Background: an optimization exercise with open tools, aiming at small area, a short achievable clock period and few clock cycles. Do not read the settings as production practice. Only simulation tests tie the RTL to the original design; equivalence was not proved. Power is estimated from default activity; no workload was simulated.

==> job 1369 <==
==> flow/design.v <==
package tpu_pkg;
  localparam int D_DEF      = 4;
  localparam int DATA_W_DEF = 8;
  localparam int ACC_W_DEF  = 8;
endpackage
module tpu_pe_acc (
  input  logic       clk,
  input  logic       clr,
  input  logic [7:0] a,
  input  logic [7:0] a3,
  input  logic [7:0] b,
  output logic [7:0] acc_o
);
  logic [7:0] acc_q, r0, r1;
  logic [7:0] pp0, pp1, pp2, pp3;
  function automatic logic [7:0] ppsel(input logic [1:0] d, input logic [7:0] x,
                                       input logic [7:0] x3);
    logic [7:0] x2;
    x2 = {x[6:0], 1'b0};
    ppsel = ({8{d == 2'd1}} & x) | ({8{d == 2'd2}} & x2) | ({8{d == 2'd3}} & x3);
  endfunction
  assign pp0 = ppsel(b[1:0], a, a3);
  assign pp1 = ppsel(b[3:2], a, a3);
  assign pp2 = ppsel(b[5:4], a, a3);
  assign pp3 = ppsel(b[7:6], a, a3);
  logic t1;
  logic t2;
  logic t3;
  logic t4;
  logic t5;
  logic t6;
  logic t7;
  logic t8;
  logic t9;
  logic t10;
  logic t11;
  logic t12;
  assign t1 = pp0[6] ^ pp1[4];
  assign t2 = pp0[6] & pp1[4];
  assign t3 = pp0[7] ^ pp1[5] ^ pp2[3];
  assign t4 = (pp0[7] & pp1[5]) | (pp0[7] & pp2[3]) | (pp1[5] & pp2[3]);
  assign t5 = pp0[4] ^ pp1[2];
  assign t6 = pp0[4] & pp1[2];
  assign t7 = pp0[5] ^ pp1[3] ^ pp2[1];
  assign t8 = (pp0[5] & pp1[3]) | (pp0[5] & pp2[1]) | (pp1[3] & pp2[1]);
  assign t9 = t1 ^ pp2[2] ^ pp3[0];
  assign t10 = (t1 & pp2[2]) | (t1 & pp3[0]) | (pp2[2] & pp3[0]);
  assign t11 = t3 ^ pp3[1] ^ t2;
  assign t12 = (t3 & pp3[1]) | (t3 & t2) | (pp3[1] & t2);
  assign r0 = {t11, t9, t7, t5, pp0[3], pp0[2], pp0[1], pp0[0]};
  assign r1 = {t10, t8, t6, pp2[0], pp1[1], pp1[0], 1'b0, 1'b0};
  logic [7:0] s_q, c_q;
  always_ff @(posedge clk) begin
    s_q   <= r0;
    c_q   <= r1;
    acc_q <= (clr ? 8'd0 : acc_q) + s_q + c_q;
  end
  assign acc_o = acc_q;
endmodule
module tpu_tiled_core #(
  parameter int ARRAY_DIM = tpu_pkg::D_DEF,
  parameter int DATA_W    = tpu_pkg::DATA_W_DEF,
  parameter int ACC_W     = tpu_pkg::ACC_W_DEF,
  parameter int ADDR_W    = 8,
  parameter int DIM_W     = 4
) (
  input  logic                          clk,
  input  logic                          rst,
  input  logic                          start,
  input  logic [DIM_W-1:0]              m,
  input  logic [DIM_W-1:0]              n,
  input  logic [DIM_W-1:0]              k,
  output logic                          busy,
  output logic                          done,
  output logic [ADDR_W-1:0]             a_index,
  input  logic [ARRAY_DIM*DATA_W-1:0]   a_rdata,
  output logic [ADDR_W-1:0]             b_index,
  input  logic [ARRAY_DIM*DATA_W-1:0]   b_rdata,
  output logic                          o_wr_en,
  output logic [ADDR_W-1:0]             o_index,
  output logic [ARRAY_DIM*ACC_W-1:0]    o_wdata
);
  logic       busy_q, idle_q, done_q, iss_q, first_q, rend_q, lrow_q;
  logic [3:0] k_q, m_q, x_q, rows_q, ncol_q;
  logic [1:0] lane_q;
  logic [7:0] a_idx_q, b_idx_q, o_idx_q, a_add, b_add;
  logic       s1_first, s1_last, s1_final;
  logic [1:0] s1_lane;
  logic [2:0] s1_cm;
  logic       s2_first, s2_last, s2_final;
  logic [7:0] s2_a, a3;
  logic [7:0] a_sel;
  logic [7:0] s2_b [4];
  logic       s3_first, s3_last, s3_final;
  logic       wr_q, fin_q;
  logic [7:0] acc [4];
  logic accept, row_end, last_row, last_tn, final_rd;
  assign accept   = start && idle_q;
  assign row_end  = rend_q;
  assign last_row = lrow_q;
  assign last_tn  = (ncol_q <= 4'd4);
  assign final_rd = iss_q && row_end && last_row && last_tn;
  always_ff @(posedge clk or posedge rst) begin
    if (rst) idle_q <= 1'b1;
    else if (accept) idle_q <= (m == 4'd0 || n == 4'd0 || k == 4'd0);
    else if (fin_q) idle_q <= 1'b1;
  end
  always_ff @(posedge clk or posedge rst) begin
    if (rst) begin
      busy_q   <= 1'b0;
      done_q   <= 1'b0;
      iss_q    <= 1'b0;
      s1_last  <= 1'b0;
      s1_final <= 1'b0;
      s2_last  <= 1'b0;
      s2_final <= 1'b0;
      s3_last  <= 1'b0;
      s3_final <= 1'b0;
      wr_q     <= 1'b0;
      fin_q    <= 1'b0;
    end else begin
      s1_last  <= iss_q && row_end;
      s1_final <= final_rd;
      s2_last  <= s1_last;
      s2_final <= s1_final;
      s3_last  <= s2_last;
      s3_final <= s2_final;
      wr_q     <= s3_last;
      fin_q    <= s3_final;
      if (accept) begin
        if (m == 4'd0 || n == 4'd0 || k == 4'd0) begin
          busy_q <= 1'b0;
          done_q <= 1'b1;
        end else begin
          busy_q <= 1'b1;
          done_q <= 1'b0;
          iss_q  <= 1'b1;
        end
      end else begin
        if (final_rd) iss_q <= 1'b0;
        if (fin_q) begin
          busy_q <= 1'b0;
          done_q <= 1'b1;
        end
      end
    end
  end
  always_comb begin
    if (!row_end) begin
      a_add = lane_q[0] ? 8'hff : 8'h01;
      b_add = lane_q[0] ? 8'hff : 8'h01;
    end else begin
      a_add = (lane_q == 2'd3) ? {4'd0, k_q} : 8'd0;
      b_add = !last_row ? 8'd0 : lane_q[0] ? {4'd0, k_q} : 8'd1;
    end
  end
  always_ff @(posedge clk) begin
    if (idle_q) begin
      k_q     <= k;
      m_q     <= m;
      ncol_q  <= n;
      rows_q  <= m;
      x_q     <= k - 4'd1;
      rend_q  <= (k == 4'd1);
      lrow_q  <= (m == 4'd1);
      lane_q  <= 2'd0;
      first_q <= 1'b1;
      a_idx_q <= 8'd0;
      b_idx_q <= 8'd0;
    end else if (iss_q) begin
      first_q <= row_end;
      a_idx_q <= (row_end && last_row) ? 8'd0 : a_idx_q + a_add;
      b_idx_q <= b_idx_q + b_add;
      if (!row_end) begin
        x_q    <= x_q - 4'd1;
        rend_q <= (x_q == 4'd1);
      end else begin
        x_q    <= k_q - 4'd1;
        rend_q <= (k_q == 4'd1);
        if (last_row) begin
          ncol_q <= ncol_q - 4'd4;
          rows_q <= m_q;
          lrow_q <= (m_q == 4'd1);
          lane_q <= 2'd0;
        end else begin
          rows_q <= rows_q - 4'd1;
          lrow_q <= (rows_q == 4'd2);
          lane_q <= lane_q + 2'd1;
        end
      end
    end
  end
  always_ff @(posedge clk) begin
    if (idle_q) o_idx_q <= 8'd0;
    else if (wr_q) o_idx_q <= o_idx_q + 8'd1;
  end
  always_comb begin
    case (s1_lane)
      2'd0: a_sel = a_rdata[31:24];
      2'd1: a_sel = a_rdata[23:16];
      2'd2: a_sel = a_rdata[15:8];
      default: a_sel = a_rdata[7:0];
    endcase
  end
  always_ff @(posedge clk) begin
    s1_first <= first_q;
    s1_lane  <= lane_q;
    s1_cm    <= {ncol_q > 4'd3, ncol_q > 4'd2, ncol_q > 4'd1};
    s2_first <= s1_first;
    s3_first <= s2_first;
    s2_a     <= a_sel;
    s2_b[0] <= b_rdata[31:24];
    s2_b[1] <= s1_cm[0] ? b_rdata[23:16] : 8'd0;
    s2_b[2] <= s1_cm[1] ? b_rdata[15:8]  : 8'd0;
    s2_b[3] <= s1_cm[2] ? b_rdata[7:0]   : 8'd0;
  end
  assign a3 = s2_a + {s2_a[6:0], 1'b0};
  for (genvar c = 0; c < 4; c++) begin : g_mac
    tpu_pe_acc u_mac (
      .clk   (clk),
      .clr   (s3_first),
      .a     (s2_a),
      .a3    (a3),
      .b     (s2_b[c]),
      .acc_o (acc[c])
    );
  end
  assign busy    = busy_q;
  assign done    = done_q;
  assign a_index = a_idx_q;
  assign b_index = b_idx_q;
  assign o_wr_en = wr_q;
  assign o_index = o_idx_q;
  assign o_wdata = {acc[0], acc[1], acc[2], acc[3]};
endmodule
==> flow/flow/run.sh <==
#!/bin/bash
# Layout flow: the standard flow (standard.sh, synthesis unchanged), with the port
# buffers that the standard flow places on every input and output made buf_2 cells.
set -euo pipefail
bash standard.sh "BUFFER_PORTS_ARGS=-buffer_cell sky130_fd_sc_hd__buf_2" finish > standard_flow.log 2>&1
==> flow/standard.sh <==
#!/bin/bash
# synth_recipe.tcl (not shown) runs the flow's synth.tcl, then flattens the netlist and writes it again
# the make line also repeats each setting of config.mk as NAME=value (left out here)
make -C /OpenROAD-flow-scripts/flow DESIGN_CONFIG=/design/flow/config.mk WORK_HOME=/design/flow/orfs CLKGATE_MAP_FILE= SYNTH_SCRIPT=/design/flow/synth_recipe.tcl "${@:-finish}"
==> flow/config.mk <==
export PLATFORM = sky130hd
export DESIGN_NAME = tpu_tiled_core
export DESIGN_NICKNAME = tpu_tiled_core
export VERILOG_FILES = /design/flow/design.v
export SDC_FILE = /design/flow/constraint.sdc
export NUM_CORES = 4
export LEC_CHECK = 0
export CAP_MARGIN = 20
export CORE_MARGIN = 2
export CORE_UTILIZATION = 40
export SLEW_MARGIN = 75
==> flow/constraint.sdc <==
create_clock -name core_clock -period 10.0 [get_ports {clk}]
set_input_delay 2.0000 -clock core_clock [delete_from_list [all_inputs] [get_ports {clk}]]
set_output_delay 2.0000 -clock core_clock [all_outputs]
set_load 0.01 [all_outputs]
==> job 2621 (differences from job 1369) <==
==> flow/design.v, changed modules only <==
module tpu_pe_acc (
  input  logic       clk,
  input  logic       clr,
  input  logic [7:0] a,
  input  logic [7:0] b,
  output logic [7:0] acc_o
);
  logic [7:0] acc_q;
  always_ff @(posedge clk) acc_q <= (clr ? 8'd0 : acc_q) + a * b;
  assign acc_o = acc_q;
endmodule
module tpu_tiled_core #(
  parameter int ARRAY_DIM = tpu_pkg::D_DEF,
  parameter int DATA_W    = tpu_pkg::DATA_W_DEF,
  parameter int ACC_W     = tpu_pkg::ACC_W_DEF,
  parameter int ADDR_W    = 8,
  parameter int DIM_W     = 4
) (
  input  logic                          clk,
  input  logic                          rst,
  input  logic                          start,
  input  logic [DIM_W-1:0]              m,
  input  logic [DIM_W-1:0]              n,
  input  logic [DIM_W-1:0]              k,
  output logic                          busy,
  output logic                          done,
  output logic [ADDR_W-1:0]             a_index,
  input  logic [ARRAY_DIM*DATA_W-1:0]   a_rdata,
  output logic [ADDR_W-1:0]             b_index,
  input  logic [ARRAY_DIM*DATA_W-1:0]   b_rdata,
  output logic                          o_wr_en,
  output logic [ADDR_W-1:0]             o_index,
  output logic [ARRAY_DIM*ACC_W-1:0]    o_wdata
);
  logic       busy_q, done_q, iss_q, first_q;
  logic [3:0] k_q, m_q, x_q, rows_q, ncol_q;
  logic [1:0] lane_q;
  logic [7:0] a_idx_q, b_idx_q, o_idx_q;
  logic       s1_first, s1_last, s1_final;
  logic [1:0] s1_lane;
  logic [2:0] s1_cm;
  logic       s2_first, s2_last, s2_final;
  logic [7:0] s2_a;
  logic [7:0] s2_b [4];
  logic       wr_q, fin_q;
  logic [7:0] acc [4];
  logic accept, row_end, last_row, last_tn;
  assign accept   = start && !busy_q;
  assign row_end  = (x_q == 4'd0);
  assign last_row = (rows_q == 4'd1);
  assign last_tn  = (ncol_q <= 4'd4);
  always_ff @(posedge clk or posedge rst) begin
    if (rst) begin
      busy_q   <= 1'b0;
      done_q   <= 1'b0;
      iss_q    <= 1'b0;
      s1_last  <= 1'b0;
      s1_final <= 1'b0;
      s2_last  <= 1'b0;
      s2_final <= 1'b0;
      wr_q     <= 1'b0;
      fin_q    <= 1'b0;
    end else begin
      s1_last  <= iss_q && row_end;
      s1_final <= iss_q && row_end && last_row && last_tn;
      s2_last  <= s1_last;
      s2_final <= s1_final;
      wr_q     <= s2_last;
      fin_q    <= s2_final;
      if (accept) begin
        if (m == 4'd0 || n == 4'd0 || k == 4'd0) begin
          busy_q <= 1'b0;
          done_q <= 1'b1;
        end else begin
          busy_q <= 1'b1;
          done_q <= 1'b0;
          iss_q  <= 1'b1;
        end
      end else begin
        if (iss_q && row_end && last_row && last_tn) iss_q <= 1'b0;
        if (fin_q) begin
          busy_q <= 1'b0;
          done_q <= 1'b1;
        end
      end
    end
  end
  always_ff @(posedge clk) begin
    if (accept) begin
      k_q     <= k;
      m_q     <= m;
      ncol_q  <= n;
      rows_q  <= m;
      x_q     <= k - 4'd1;
      lane_q  <= 2'd0;
      first_q <= 1'b1;
      a_idx_q <= 8'd0;
      b_idx_q <= 8'd0;
    end else if (iss_q) begin
      first_q <= row_end;
      if (!row_end) begin
        x_q     <= x_q - 4'd1;
        a_idx_q <= lane_q[0] ? a_idx_q - 8'd1 : a_idx_q + 8'd1;
        b_idx_q <= lane_q[0] ? b_idx_q - 8'd1 : b_idx_q + 8'd1;
      end else begin
        x_q <= k_q - 4'd1;
        if (last_row) begin
          ncol_q  <= ncol_q - 4'd4;
          rows_q  <= m_q;
          lane_q  <= 2'd0;
          a_idx_q <= 8'd0;
          b_idx_q <= lane_q[0] ? b_idx_q + {4'd0, k_q} : b_idx_q + 8'd1;
        end else begin
          rows_q <= rows_q - 4'd1;
          lane_q <= lane_q + 2'd1;
          if (lane_q == 2'd3) a_idx_q <= a_idx_q + {4'd0, k_q};
        end
      end
    end
  end
  always_ff @(posedge clk) begin
    if (accept) o_idx_q <= 8'd0;
    else if (wr_q) o_idx_q <= o_idx_q + 8'd1;
  end
  always_ff @(posedge clk) begin
    s1_first <= first_q;
    s1_lane  <= lane_q;
    s1_cm    <= {ncol_q > 4'd3, ncol_q > 4'd2, ncol_q > 4'd1};
    s2_first <= s1_first;
    case (s1_lane)
      2'd0: s2_a <= a_rdata[31:24];
      2'd1: s2_a <= a_rdata[23:16];
      2'd2: s2_a <= a_rdata[15:8];
      default: s2_a <= a_rdata[7:0];
    endcase
    s2_b[0] <= b_rdata[31:24];
    s2_b[1] <= s1_cm[0] ? b_rdata[23:16] : 8'd0;
    s2_b[2] <= s1_cm[1] ? b_rdata[15:8]  : 8'd0;
    s2_b[3] <= s1_cm[2] ? b_rdata[7:0]   : 8'd0;
  end
  for (genvar c = 0; c < 4; c++) begin : g_mac
    tpu_pe_acc u_mac (
      .clk   (clk),
      .clr   (s2_first),
      .a     (s2_a),
      .b     (s2_b[c]),
      .acc_o (acc[c])
    );
  end
  assign busy    = busy_q;
  assign done    = done_q;
  assign a_index = a_idx_q;
  assign b_index = b_idx_q;
  assign o_wr_en = wr_q;
  assign o_index = o_idx_q;
  assign o_wdata = {acc[0], acc[1], acc[2], acc[3]};
endmodule
==> flow/run.sh (new file) <==
#!/bin/bash
# synth_recipe.tcl (not shown) runs the flow's synth.tcl, then flattens the netlist and writes it again
# the make line also repeats each setting of config.mk as NAME=value (left out here)
make -C /OpenROAD-flow-scripts/flow DESIGN_CONFIG=/design/flow/config.mk WORK_HOME=/design/flow/orfs CLKGATE_MAP_FILE= SYNTH_SCRIPT=/design/flow/synth_recipe.tcl finish
- SLEW_MARGIN: 75 -> 20
removed: flow/flow/run.sh
removed: flow/standard.sh
==> qor summary <==
| item | job 1369 | job 2621 |
|---|---|---|
| Post-Place Cell Area | 11460 um2 | 11390 um2 |
| X dimension of the die | 164.8 um | 160.1 um |
| Number of unique standard cell types used by synthesis | 56 | 61 |
| Last element of the critical path | g_mac[2].u_mac.s_q[7] | g_mac[1].u_mac.acc_q[7] |
| Post-Route Skew | 0.01065 ns | 0.01182 ns |
| DP HPWL | 16040 um | 17540 um |
| Ratio of total power to cell area | 398.5 nW/um2 | 414.1 nW/um2 |
| Area of combinational cells with multiple inputs | 5781 um2 | 6050 um2 |
| Antenna Cells | 3 | 0 |
| DP Worst Slack | 6.426 ns | 5.535 ns |
| Antenna violations before repair | 3 | 0 |
| Total of fill cells in the finished design | 2369 | 2340 |
| Run status | no timing/DRC/antenna violations | no timing/DRC/antenna violations |
| Buffers and inverters on the worst path | 1 | 3 |
| Commonest non-fill, non-tap cell in the layout | sky130_fd_sc_hd__dfxtp_1 | sky130_fd_sc_hd__inv_1 |
| GR Util met3 | 0.03415 | 0.04182 |
| Most numerous cell in the Yosys netlist | sky130_fd_sc_hd__dfxtp_1 | sky130_fd_sc_hd__inv_1 |
| Final design utilization | 0.4775 | 0.4967 |
| Die Ht | 164.8 um | 160.1 um |
| First element of the critical path | s2_a[2] | s2_a[3] |
| Beginning of the worst register-to-register path | s2_a[2] | s2_a[3] |
| Synthesized netlist net count | 1175 | 1287 |
| Weighted congestion reported at the end of routability-driven placement | 0.8157 | 0.8517 |
| Proportion of netlist area held by the largest area contributor | 0.3157 | 0.2179 |
| Most used cell along the critical path | sky130_fd_sc_hd__xnor2_1 | sky130_fd_sc_hd__fa_1 |
Testbench counts of job 1369, summed over its fixed seeds: cycles 20,343.
Testbench counts of job 2621, summed over its fixed seeds: cycles 20,215.

## separate check: timing with driven ports
In the flow no input, the clock included, has a driving cell. The finished layouts below were timed again as built, in two steps. Step 1: set_driving_cell puts a clkbuf_16 on clk and a buf_2 on each other input, an assumption about the parent block. Step 2 adds t to the input delays and takes it off the output delays; t is the mean of the earliest and latest rising clock arrival at the registers after step 1. Input paths then give back, and output paths get back, about the clock's delay inside the block. Slacks: ideal ports / drivers / drivers and shift; pairs: ideal ports / drivers.
run | t (ns) | slack for setup (ns) | cell pins on the clock port's net
job 1369 | 0.475 | 6.853 / 6.853 / 6.407 | 1
job 2621 | 0.465 | 5.644 / 5.644 / 5.525 | 1
After both steps every run listed still meets setup and hold. For job 1369, which loses most, drivers alone change the setup slack by 0.000 ns; drivers and shift together by -0.446 ns.
